This is an optimization exercise on Yosys and OpenROAD, whose aim is small area and a short achievable clock period, not a production implementation.
Function was checked by simulation only, so behaviour that the tests miss may differ from the original.
Power is estimated from default activity; no workload was simulated.

===== design.v =====
package aluOpPkg;
    typedef enum logic [2-1:0] {
        UNIT_NONE  = 2'b00,
        UNIT_ARITH = 2'b01,
        UNIT_LOGIC = 2'b10,  
        UNIT_BITS  = 2'b11   
    } aluUnit_e;
    typedef enum logic [2+4-1:0] {
        ALU_NOP    = 6'h00,
        ALU_ADD    = 6'h10,
        ALU_SUB    = 6'h11,
        ALU_INCA   = 6'h12,
        ALU_DECA   = 6'h13,
        ALU_NEG    = 6'h14,
        ALU_ABS    = 6'h15,
        ALU_SLT    = 6'h16,
        ALU_SLTU   = 6'h17,
        ALU_MIN    = 6'h18,
        ALU_MINU   = 6'h19,
        ALU_MAX    = 6'h1a,
        ALU_MAXU   = 6'h1b,  
        ALU_AND    = 6'h20,
        ALU_OR     = 6'h21,
        ALU_XOR    = 6'h22,
        ALU_NAND   = 6'h23,
        ALU_NOR    = 6'h24,
        ALU_XNOR   = 6'h25,
        ALU_ANDN   = 6'h26,
        ALU_ORN    = 6'h27,
        ALU_XORN   = 6'h28,
        ALU_NOT    = 6'h29,
        ALU_SLL    = 6'h30,
        ALU_SRL    = 6'h31,
        ALU_SRA    = 6'h32,
        ALU_ROL    = 6'h33,
        ALU_ROR    = 6'h34,
        ALU_CLZ    = 6'h35,
        ALU_CTZ    = 6'h36,
        ALU_PCNT   = 6'h37,
        ALU_BITREV = 6'h38,
        ALU_BSWAP  = 6'h39
    } aluOp_e;
    typedef struct packed {
        aluUnit_e                   unit;
        logic [4-1:0] func;
    } aluOpFields_s;
    typedef union packed {
        aluOp_e       op;
        aluOpFields_s fields;
    } aluOpWord_u;
    localparam int arithFuncCount = 12;
    localparam int logicFuncCount = 10;
    localparam int bitsFuncCount  = 10;
    function automatic logic [2-1:0] unitOf(
            input logic [2+4-1:0] word);
        logic [2-1:0] unit;
        logic [4-1:0] func;
        logic                       known;
        unit = word[4 +: 2];
        func = word[4-1:0];
        case (unit)
            UNIT_ARITH: known = func < arithFuncCount;
            UNIT_LOGIC: known = func < logicFuncCount;
            UNIT_BITS:  known = func < bitsFuncCount;
            default:    known = 1'b0;
        endcase
        unitOf = known ? unit : UNIT_NONE;
    endfunction
endpackage
package aluResultPkg;
    typedef struct packed {
        logic carryOut;    
        logic overflow;
        logic evenParity;  
        logic oddParity;
        logic sign;
        logic zero;
    } aluFlags_s;
    typedef struct packed {
        logic [32-1:0] opA;
        logic [32-1:0] opB;
        logic                  cIn;
        logic [2+4-1:0] op;  
    } aluRequest_s;
    typedef struct packed {
        logic [32-1:0] value;
        logic                  carryOut;
        logic                  overflow;
    } unitResult_s;
    typedef struct packed {
        logic [32-1:0] result;
        aluFlags_s             flags;
        logic                  outValid;
    } aluResponse_s;
endpackage
module alu_top (
    input  logic                       clk,
    input  logic                       reset,
    input  logic                       enable,
    input  logic [2+4-1:0] op,
    input  logic [32-1:0]      opA,
    input  logic [32-1:0]      opB,
    input  logic                       cIn,
    output logic [32-1:0]      result,
    output logic [6-1:0] flags,
    output logic                       outValid
);
    logic [1:0] unit;
    logic [3:0] fn;
    assign unit = op[5:4];
    assign fn   = op[3:0];
    logic isArith, isLogic, isBits;
    assign isArith = (unit == 2'b01) && (fn < 4'd12);
    assign isLogic = (unit == 2'b10) && (fn < 4'd10);
    assign isBits  = (unit == 2'b11) && (fn < 4'd10);
    logic        isCmp, useB, invY, invX, addC;
    logic [31:0] x, y, sum;
    logic        cout;
    assign isCmp = fn[3] | (fn[2] & fn[1]);
    assign useB  = (fn[3:1] == 3'b000) | isCmp;
    assign invY  = (fn == 4'd1) | (fn == 4'd3) | isCmp;
    assign invX  = (fn == 4'd4) | ((fn == 4'd5) & opA[31]);
    always_comb begin
        case (fn)
            4'd0:    addC = cIn;
            4'd1:    addC = ~cIn;
            4'd3:    addC = 1'b0;
            4'd5:    addC = opA[31];
            default: addC = 1'b1;
        endcase
    end
    assign x = opA ^ {32{invX}};
    assign y = (opB & {32{useB}}) ^ {32{invY}};
    assign {cout, sum} = {1'b0, x} + {1'b0, y} + {32'd0, addC};
    logic addCarry, addOvf;
    assign addCarry = (fn[3:2] == 2'b00) & (cout ^ fn[0]);
    assign addOvf   = ((fn[3:2] == 2'b00) | (fn == 4'd5))
                    & (x[31] == y[31]) & (sum[31] != x[31]);
    logic ltu, lts, lt, pickA;
    logic [31:0] minMax, arithRes;
    assign ltu   = ~cout;
    assign lts   = ltu ^ opA[31] ^ opB[31];
    assign lt    = fn[0] ? ltu : lts;
    assign pickA = lt ^ fn[1];
    assign minMax = pickA ? opA : opB;
    always_comb begin
        if (fn[3])
            arithRes = minMax;
        else if (fn[2] & fn[1])
            arithRes = {31'd0, lt};
        else
            arithRes = sum;
    end
    logic [3:0]  tt;
    logic [31:0] logicRes;
    always_comb begin
        case (fn)
            4'd0:    tt = 4'b1000;  
            4'd1:    tt = 4'b1110;  
            4'd2:    tt = 4'b0110;  
            4'd3:    tt = 4'b0111;  
            4'd4:    tt = 4'b0001;  
            4'd5:    tt = 4'b1001;  
            4'd6:    tt = 4'b0100;  
            4'd7:    tt = 4'b1101;  
            4'd8:    tt = 4'b1001;  
            default: tt = 4'b0011;  
        endcase
        for (int i = 0; i < 32; i++)
            logicRes[i] = tt[{opA[i], opB[i]}];
    end
    logic [4:0]  s, r;
    logic        left, isRot, fill;
    logic [31:0] rot, geq, mask, shiftRes;
    assign s     = opB[4:0];
    assign left  = (fn == 4'd0) | (fn == 4'd3);
    assign isRot = (fn == 4'd3) | (fn == 4'd4);
    assign fill  = (fn == 4'd2) & opA[31];
    assign r     = left ? (5'd0 - s) : s;
    always_comb begin
        logic [31:0] t;
        t = opA;
        for (int k = 0; k < 5; k++)
            if (r[k]) t = (t >> (1 << k)) | (t << (32 - (1 << k)));
        rot = t;
        for (int i = 0; i < 32; i++) begin
            geq[i] = (5'(i) >= s);
        end
        for (int i = 0; i < 32; i++) begin
            mask[i] = isRot | (left ? geq[i] : geq[31-i]);
            shiftRes[i] = mask[i] ? rot[i] : fill;
        end
    end
    logic [31:0] rev, bswap, tzIn;
    always_comb begin
        for (int i = 0; i < 32; i++) rev[i] = opA[31-i];
        for (int i = 0; i < 4; i++) bswap[8*i +: 8] = opA[24-8*i +: 8];
    end
    assign tzIn = (fn == 4'd5) ? rev : opA;
    logic [5:0] tz;
    always_comb begin
        logic [15:0] v16;
        logic [7:0]  v8;
        logic [3:0]  v4;
        logic [1:0]  v2;
        logic        z16, z8, z4, z2, z1, zAll;
        z16 = ~|tzIn[15:0];
        v16 = z16 ? tzIn[31:16] : tzIn[15:0];
        z8  = ~|v16[7:0];
        v8  = z8 ? v16[15:8] : v16[7:0];
        z4  = ~|v8[3:0];
        v4  = z4 ? v8[7:4] : v8[3:0];
        z2  = ~|v4[1:0];
        v2  = z2 ? v4[3:2] : v4[1:0];
        z1  = ~v2[0];
        zAll = z16 & ~|tzIn[31:16];
        tz = zAll ? 6'd32 : {1'b0, z16, z8, z4, z2, z1};
    end
    logic [5:0] pc;
    always_comb begin
        logic [1:0] p2 [16];
        logic [2:0] p3 [8];
        logic [3:0] p4 [4];
        logic [4:0] p5 [2];
        for (int i = 0; i < 16; i++) p2[i] = {1'b0, opA[2*i]} + {1'b0, opA[2*i+1]};
        for (int i = 0; i < 8; i++)  p3[i] = {1'b0, p2[2*i]} + {1'b0, p2[2*i+1]};
        for (int i = 0; i < 4; i++)  p4[i] = {1'b0, p3[2*i]} + {1'b0, p3[2*i+1]};
        for (int i = 0; i < 2; i++)  p5[i] = {1'b0, p4[2*i]} + {1'b0, p4[2*i+1]};
        pc = {1'b0, p5[0]} + {1'b0, p5[1]};
    end
    logic [31:0] bitsRes;
    always_comb begin
        case (fn)
            4'd5, 4'd6: bitsRes = {26'd0, tz};
            4'd7:       bitsRes = {26'd0, pc};
            4'd8:       bitsRes = rev;
            4'd9:       bitsRes = bswap;
            default:    bitsRes = shiftRes;
        endcase
    end
    logic [31:0] value;
    logic [5:0]  flagWord;
    logic        known;
    assign known = isArith | isLogic | isBits;
    always_comb begin
        value = ({32{isArith}} & arithRes)
              | ({32{isLogic}} & logicRes)
              | ({32{isBits}}  & bitsRes);
        flagWord = {isArith & addCarry, isArith & addOvf,
                    known & ~^value, ^value, value[31], known & ~|value};
    end
    always_ff @(posedge clk) begin
        if (reset) begin
            result   <= '0;
            flags    <= '0;
            outValid <= 1'b0;
        end else begin
            outValid <= enable;
            if (enable) begin
                result <= value;
                flags  <= flagWord;
            end
        end
    end
endmodule

===== run.sh =====
#!/bin/bash
# synth_recipe.tcl (not shown) runs the flow's synth.tcl, then flattens the netlist and writes it again
# the make line also repeats each setting of config.mk as NAME=value (left out here)
make -C /OpenROAD-flow-scripts/flow DESIGN_CONFIG=/design/flow/config.mk WORK_HOME=/design/flow/orfs CLKGATE_MAP_FILE= SYNTH_SCRIPT=/design/flow/synth_recipe.tcl finish

===== config.mk =====
export PLATFORM = sky130hd
export DESIGN_NAME = alu_top
export DESIGN_NICKNAME = alu_top
export VERILOG_FILES = /design/flow/design.v
export SDC_FILE = /design/flow/constraint.sdc
export NUM_CORES = 4
export LEC_CHECK = 0
export ABC_AREA = 1
export CAP_MARGIN = 20
export CORE_MARGIN = 2
export CORE_UTILIZATION = 40
export SLEW_MARGIN = 20

===== constraint.sdc =====
create_clock -name core_clock -period 10.5 [get_ports {clk}]
set_input_delay 2.1000 -clock core_clock [delete_from_list [all_inputs] [get_ports {clk}]]
set_output_delay 2.1000 -clock core_clock [all_outputs]
set_load 0.01 [all_outputs]

==> impl_metrics.py <==
metrics = {
    "run_status": {
        "status": "no timing/DRC/antenna violations",
    },
    "yosys": {
        "synth_area_um2": 11900,
        "synth.area.top_cells": "nand2_1, o21ai_0, inv_1",
        "async_flop_share_pct": 0,
        "synth_seq_cells": 38,
        "synth_top_area_share_pct": 16.5,
        "syn_avg_cell_area_um2": 5.50,
        "synth_xor_area_share_pct": 6.92,
        "synth_nets": 2323,
        "synthCells": 2165,
        "seq_area_frac_synth_pct": 6.39,
        "synth_fa_ha_area_share_pct": 10.5,
        "synth_top_area_cell": "nand2_1",
        "synthMuxAreaShare_pct": 0.431,
        "synth_compound_area_share_pct": 29.3,
        "synth_warnings": 5,
        "synth-edff-count": 0,
        "yosys.area_share.simple_pct": 32.3,
        "ys_types": 59,
        "synthFlopType": "dfxtp_1",
        "synth_top_family_by_area": "simple AND/OR/NAND/NOR gates",
    },
    "power_and_ir_drop": {
        "power_frac_clock_pct": 9.6,
        "peakVddDrop_mv": 0.107,
        "seqPwrFrac_pct": 10.1,
        "power_mw": 1.62,
        "p_switching_mw": 0.909,
        "pwr-share-comb_pct": 80.2,
        "p_int_mw": 0.713,
        "sw_frac_of_total_pct": 56.0,
        "p_leak_nw": 6.41,
        "pwr_density_cell_nw_per_um2": 121,
    },
    "critical_path": {
        "cp_slowest_cell": "clkdlybuf4s50_1",
        "cp.arrival_ns": 9.52,
        "worstSetupPathType": "in -> reg",
        "crit_fanout": 8,
        "start_kind": "input port",
        "worstSetupEndpointType": "register",
        "critPathRequiredTime_ns": 10.73,
        "cpPeakStageDelay_ns": 0.86,
        "cpMostUsedCell": "fa_1",
    },
    "routing": {
        "via_count": 15300,
        "drc_errors": 0,
        "wl_um": 57600,
        "drtIter0Drc": 2418,
        "wl_per_cell_um": 22.4,
        "drtAntennaViolNets": 0,
        "via_per_inst": 5.93,
        "first_pass_iters": 7,
    },
    "die": {
        "num_io_pins": 113,
        "die-width_um": 177,
        "fp.dieArea_um2": 31200,
        "start_util_pct": 40.4,
        "dieHeight_um": 177,
        "core-area_um2": 29500,
        "rows": 63,
    },
    "placed_design": {
        "placed_area_um2": 13200,
        "gp_congestion": 1.07,
        "dp.cells": 2569,
        "io_buffers": 112,
        "place_hpwl_um": 45700,
    },
    "clock_network": {
        "clk_latency_ns": 0.28,
        "postCtsHoldBufs": 0,
        "cts_resized": 0,
        "cts_buffer_depth": 2,
        "cts_buffers": 5,
        "cts_root_buf": "clkbuf_16",
        "clk_pin_slew_ns": 0.06,
        "htreeDepth": 2,
        "post-cts-setup-buffer-count": 0,
        "cts_tree": "done",
        "cts_sinks": 38,
    },
    "grt": {
        "grt_pass1_wl_um": 84700,
        "grt_max_degree": 67,
        "grt_pass1_vias": 13800,
        "grt_usage_pct": 36.0,
        "antenna_found_initial": 1,
        "grt-ovfl-total": 0,
    },
    "finish": {
        "final_cells": 2577,
        "nets": 2344,
        "multi_input_area_um2": 9490,
        "seqCellArea_um2": 761,
        "final_util_pct": 45.3,
        "fill_cells": 3284,
        "num_antenna_cells": 0,
        "drive_above_1_share_pct": 5.30,
        "area_growth_pct": 12.1,
        "fin_area_um2": 13400,
    },
    "flow_run": {
        "cap_violations": 0,
    },
    "timing": {
        "max_freq_mhz": 108,
        "slew_viol_final": 0,
        "final.setup_skew_ns": 0,
        "rsz0062_at_grt": "no",
        "worstMarginPinSlew_ns": 0.994,
        "fin_crit_ns": 9.29,
        "hold_viol": 0,
        "relSlewSlack_pct": 33.0,
        "period_share_pct": 88.5,
        "fin_tns_setup_ns": 0,
        "setup_viol": 0,
    },
    "min_path": {
        "hp-class": "reg -> reg",
    },
}
worst paths after layout:
| path | slack, ns | depth (start not counted) | end | start |
|---|---|---|---|---|
| worst max-delay path | 1.21 | 30 | flags[2] | opA[7] |
| worst min-delay path | 0.47 | 2 | flags[3] | flags[3] |
| worst max register to register | 9.65 | 4 | result[17] | result[17] |
| worst min register to register | 0.47 | 2 | flags[3] | flags[3] |
registers in the layout (all words and copies together) (netlist names):
signal	flops
outValid	1
result	31
flags	6
area by class of cell:
cell class / count / share of cell area (%)
multi-input combinational: 1705 / 71.1
timing repair buffer: 145 / 10.3
clock buffer: 6 / 1.04
clock inverter: 2 / 0.0937
tap: 390 / 3.65
sequential: 38 / 5.70
inverter: 291 / 8.20
worst max-delay path, delay by kind of cell:
family	cells	cell delay, ns
and+or+nand+nor	7	0.98
adders and majority gates	9	3.88
xor gates and xnor gates	3	0.46
buffers and inverters	7	1.41
AOI/OAI and AO/OA	4	0.66
cell usage after synthesis, drive strengths merged, types with 2 or more instances:
master	instances
nand2	548
o21ai	311
inv	284
nor2	209
a21oi	153
clkbuf	92
nand3	79
xor2	71
ha	58
o22ai	43
buf	39
dfxtp	38
o211ai	36
o221ai	29
fa	26
xnor2	21
nand4	19
nor3	14
a31oi	12
or2	11
nand3b	10
and3	7
clkinv	7
o21bai	7
a211oi	5
a21o	5
o31ai	5
mux2i	4
nor4	4
o21a	4
and2	2
o2111ai	2
metal layers:
metal / track usage [%] / wire length, um / vias up
met1: 50.2 / 23700 / 6942
met5: 0 / 0 / -
li1: - / - / 7185
met2: 53.1 / 23700 / 976
met4: 15.6 / 3220 / 0
met3: 7.80 / 7030 / 185
cells in the final DEF (no fill, tap or decap), types with 5 or more instances in the layout:
cell type        Yosys  final
fa_1                26     26
dfxtp_1             38     38
ha_1                58     58
o21bai_1             7      7
o21ai_1             79     77
nand3b_1            10     10
o22ai_1             43     43
a21oi_1            151    150
xnor2_1             21     21
nor2_2               9      9
xor2_1              70     69
buf_4                6     32
nand2_2             19     19
clkdlybuf4s50_1      0    110
a31oi_1             12     12
clkbuf_16            0      5
o221ai_1            29     29
inv_1              271    271
clkinv_1             7      7
nand2_1            525    525
nor3_1              14     14
nand3_1             78     78
inv_2               12     12
nor2_1             194    194
or2_2               10     10
a21o_1               5      5
nand4_1             19     19
o21ai_0            230    229
o211ai_1            36     36
and3_1               7      7
a211oi_1             5      5
o31ai_1              5      5
cells by family (layout without fill, tap and decap cells):
group	Yosys count	in the layout
XOR/XNOR	92	92
AO/OA/AOI/OAI	620	620
buffers and inverters	422	444
multiplexers	5	5
adder cells (fa/ha/maj)	84	84
AND/OR/NAND/NOR	904	904
flip-flops	38	38
power by group through the flow:
stage	combinational, mW	clock, mW	sequential [mW]
2_1_floorplan	0.876	0	0.173
5_1_grt	1.43	0.166	0.166
3_3_place_gp	1.26	0	0.168
4_1_cts	1.26	0.158	0.165
6_report	1.30	0.156	0.164
3_5_place_dp	1.26	0	0.168
per-stage QoR:
stage               hold WS, ns  worst slack (ns)
floorplan                 0.490              2.34
global placement          0.461              1.05
detailed placement        0.464              1.08
CTS                       0.473              1.36
global route              0.496             0.873
finish                    0.474              1.21

-- static timing again, ports no longer ideal --
No port has a modelled driver above. Below, the same layout with a new extraction and two added sets of constraints.
Step 1 assumes that a clkbuf_16 drives the clock port and a buf_2 every other input.
Step 2 adds t to the input delays and takes it off the output delays; t is the mean of the earliest and latest rising clock arrival at the registers after step 1. Input paths then give back, and output paths get back, about the clock's delay inside the block.
a / b / c = ideal / step 1 / step 2; a / b = the first two.
t, ns: 0.318
setup slack, ns: 1.209 / 1.217 / 0.899
latest minus earliest clock arrival (ns): 0.007 / 0.007
slew at the worst register clock pin (ns): 0.06 / 0.06
cell pins on the clock port's net: 1
After both steps this run still meets setup and hold. The setup slack of this run moves by +0.008 ns with the drivers and by -0.310 ns with both steps.
